This is an optimization exercise on Yosys and OpenROAD, whose aim is small area, not a production implementation. Only simulation tests tie the RTL to the original design; equivalence was not proved. Power figures rest on the tool's default switching activity, not on a simulated workload.

## x86_exec_top
module x86_exec_top (
  input  logic                    clk,
  input  logic                    arst_n,
  input  logic                    instr_valid,
  input  x86_exec_pkg::exec_req_t req,
  output logic                    res_valid,
  output x86_exec_pkg::exec_res_t res,
  output x86_exec_pkg::eflags_t   eflags,
  output x86_exec_pkg::word_t     eip
);
  logic [6:0]  opc;
  logic [31:0] a, b, c;
  logic [3:0]  ilen;
  logic        ecxz;
  assign opc  = req[107:101];
  assign a    = req[100:69];
  assign b    = req[68:37];
  assign c    = req[36:5];
  assign ilen = req[4:1];
  assign ecxz = req[0];
  logic        started;              
  logic        f_cf, f_pf, f_af, f_zf, f_sf, f_df, f_of;
  logic [31:0] r_eip;                
  logic [31:0] r_op0, r_op1;
  logic o_add, o_adc, o_inc, o_sub, o_sbb, o_dec, o_cmp;
  logic o_and, o_test, o_or, o_xor, o_not;
  logic o_shl, o_shr, o_rol, o_ror;
  logic o_push, o_pop, o_callr, o_calli, o_ret, o_loop, o_loope, o_loopne;
  logic o_mov, o_lea, o_movsx, o_movzx, o_xchg;
  logic o_stc, o_clc, o_std, o_cld, o_lahf, o_sahf;
  logic o_jmp, o_jz, o_jnz, o_jecxz;
  assign o_add    = opc == 7'd1;
  assign o_adc    = opc == 7'd2;
  assign o_inc    = opc == 7'd3;
  assign o_sub    = opc == 7'd4;
  assign o_sbb    = opc == 7'd5;
  assign o_dec    = opc == 7'd6;
  assign o_cmp    = opc == 7'd7;
  assign o_and    = opc == 7'd8;
  assign o_test   = opc == 7'd9;
  assign o_or     = opc == 7'd10;
  assign o_xor    = opc == 7'd11;
  assign o_not    = opc == 7'd12;
  assign o_shl    = opc == 7'd13;
  assign o_shr    = opc == 7'd14;
  assign o_rol    = opc == 7'd15;
  assign o_ror    = opc == 7'd16;
  assign o_push   = opc == 7'd17;
  assign o_pop    = opc == 7'd18;
  assign o_callr  = opc == 7'd19;
  assign o_calli  = opc == 7'd20;
  assign o_ret    = opc == 7'd21;
  assign o_loop   = opc == 7'd22;
  assign o_loope  = opc == 7'd23;
  assign o_loopne = opc == 7'd24;
  assign o_mov    = opc == 7'd25;
  ...
For scale: roughly 1400 cells after synthesis, ~11000 µm² of cells after synthesis.
export LEC_CHECK = 0
export ABC_AREA = 1
export CAP_MARGIN = 20
export CORE_MARGIN = 2
export CORE_UTILIZATION = 65
export SLEW_MARGIN = 20
create_clock -name core_clock -period 12.0 [get_ports {clk}]
standard.sh (not shown) runs the stock make flow with config.mk's settings and CLKGATE_MAP_FILE= SYNTH_SCRIPT=/design/flow/synth_recipe.tcl, a recipe that flattens the netlist after the stock synthesis.
==> flow/flow/run.sh <==
#!/bin/bash
# Standard layout with two changes: the smallest buffer on every port, and
# an area-oriented ABC script for the combinational logic in synthesis
# (registers, flattening and renaming exactly as the standard synthesis).
set -e
here=$(pwd)
export BUFFER_PORTS_ARGS="-buffer_cell sky130_fd_sc_hd__buf_1"
export SKIP_REPAIR_TIE_FANOUT=1
export MY_ABC_SCRIPT="$here/flow/abc_small.script"
sed 's|log_cmd abc {\*}$abc_args|log_cmd abc {*}[lreplace $abc_args 1 1 $::env(MY_ABC_SCRIPT)]|' \
  "$FLOW_HOME/scripts/synth.tcl" > "$here/synth_small.tcl"
grep -q 'MY_ABC_SCRIPT' "$here/synth_small.tcl"
sed "s|source \$::env(SCRIPTS_DIR)/synth.tcl|source $here/synth_small.tcl|" \
  "$here/synth_recipe.tcl" > "$here/synth_recipe_small.tcl"
grep -q 'synth_small.tcl' "$here/synth_recipe_small.tcl"
bash standard.sh SYNTH_SCRIPT="$here/synth_recipe_small.tcl" finish > standard.log 2>&1
==> flow/flow/abc_small.script <==
strash
balance -l
rewrite -l
refactor -l
balance -l
rewrite -l
rewrite -z -l
balance -l
refactor -z -l
rewrite -z -l
balance -l
&get -n
&st
&dch
&nf -R 1000
&put
topo
buffer -c
dnsize -c
The baseline completed with no timing, DRC or antenna violations.
Edit:
--- a/flow/flow/run.sh
+++ b/flow/flow/run.sh
@@ -8,2 +8,4 @@
 export SKIP_REPAIR_TIE_FANOUT=1
+# Clock tree: no dummy loads, larger sink clusters
+export CTS_ARGS="-sink_clustering_enable -repair_clock_nets -dont_use_dummy_load -sink_clustering_size 50 -sink_clustering_max_diameter 300"
 export MY_ABC_SCRIPT="$here/flow/abc_small.script"
==> flow/flow/abc_small.script (replaced) <==
strash
balance
rewrite
refactor
balance
rewrite
rewrite -z
balance
refactor -z
rewrite -z
balance
&get -n
&st
&dch
&nf -R 1000
&put
topo
buffer -c
dnsize -c
--- a/flow/config.mk
+++ b/flow/config.mk
@@ -10,3 +10,3 @@
 export CORE_MARGIN = 2
-export CORE_UTILIZATION = 65
+export CORE_UTILIZATION = 75
 export SLEW_MARGIN = 20
Effect:
- The new run produced a clean layout
- combinational power is higher by 2.8%
- area after synthesis goes up by 0.63%
- clock skew increases by 0.0061 ns
- cell area drops by 2.1%
- die area fell by 12%
- clock power fell by 15%
- wire length grows by 2.6%
- global-route usage increases by 8.1 points
- total power fell by 0.46%
Edit:
--- a/flow/flow/run.sh
+++ b/flow/flow/run.sh
@@ -8,4 +8,2 @@
 export SKIP_REPAIR_TIE_FANOUT=1
-# Clock tree: no dummy loads, larger sink clusters
-export CTS_ARGS="-sink_clustering_enable -repair_clock_nets -dont_use_dummy_load -sink_clustering_size 50 -sink_clustering_max_diameter 300"
 export MY_ABC_SCRIPT="$here/flow/abc_small.script"
--- a/flow/config.mk
+++ b/flow/config.mk
@@ -10,3 +10,3 @@
 export CORE_MARGIN = 2
-export CORE_UTILIZATION = 75
+export CORE_UTILIZATION = 55
 export SLEW_MARGIN = 20
The changed run ran to the end with no violations; first-iteration DRC count shrinks by 37%; maximum frequency grows by 2.9%; die area grows by 35%; design area grows by 1.7%; clock skew stays flat.
Edit:
--- a/flow/config.mk
+++ b/flow/config.mk
@@ -10,3 +10,3 @@
 export CORE_MARGIN = 2
-export CORE_UTILIZATION = 55
+export CORE_UTILIZATION = 75
 export SLEW_MARGIN = 20
Outcome: Fmax decreases by 2.8%. Core utilization increases by 20 points. Sequential power increases by about 2%. Area after synthesis is unchanged.
Edit:
--- a/flow/config.mk
+++ b/flow/config.mk
@@ -10,3 +10,3 @@
 export CORE_MARGIN = 2
-export CORE_UTILIZATION = 75
+export CORE_UTILIZATION = 65
 export SLEW_MARGIN = 20
What happened: Cell count climbs by a few percent. Wire length drops by a few percent. Synthesized area does not change.

==> static timing again, ports no longer ideal <==
The flow's constraints put no driver on any port. The routed layouts listed below were extracted and timed again, unchanged, in two steps.
Step 1 assumes that a clkbuf_16 drives the clock port and a buf_2 every other input.
Step 2 moves the port delays by t, midway between the first and last clock arrival at a register: inputs arrive t later, outputs are due t later. That takes back most of the time a late clock gives input paths.
a / b / c = ideal / step 1 / step 2; a / b = the first two.
run	t (ns)	setup slack, ns	pins driven straight from the clock port
the first run	0.408	0.533 / 0.550 / 0.141	1
the second run	0.404	0.445 / 0.434 / 0.030	1
the third run	0.401	0.770 / 0.759 / 0.357	1
the fourth run	0.420	0.440 / 0.433 / 0.013	1
the fifth run	0.413	0.750 / 0.744 / 0.331	1
After both steps every run listed still meets setup and hold. For the fourth run, which loses most, drivers alone change the setup slack by -0.007 ns; drivers and shift together by -0.427 ns.
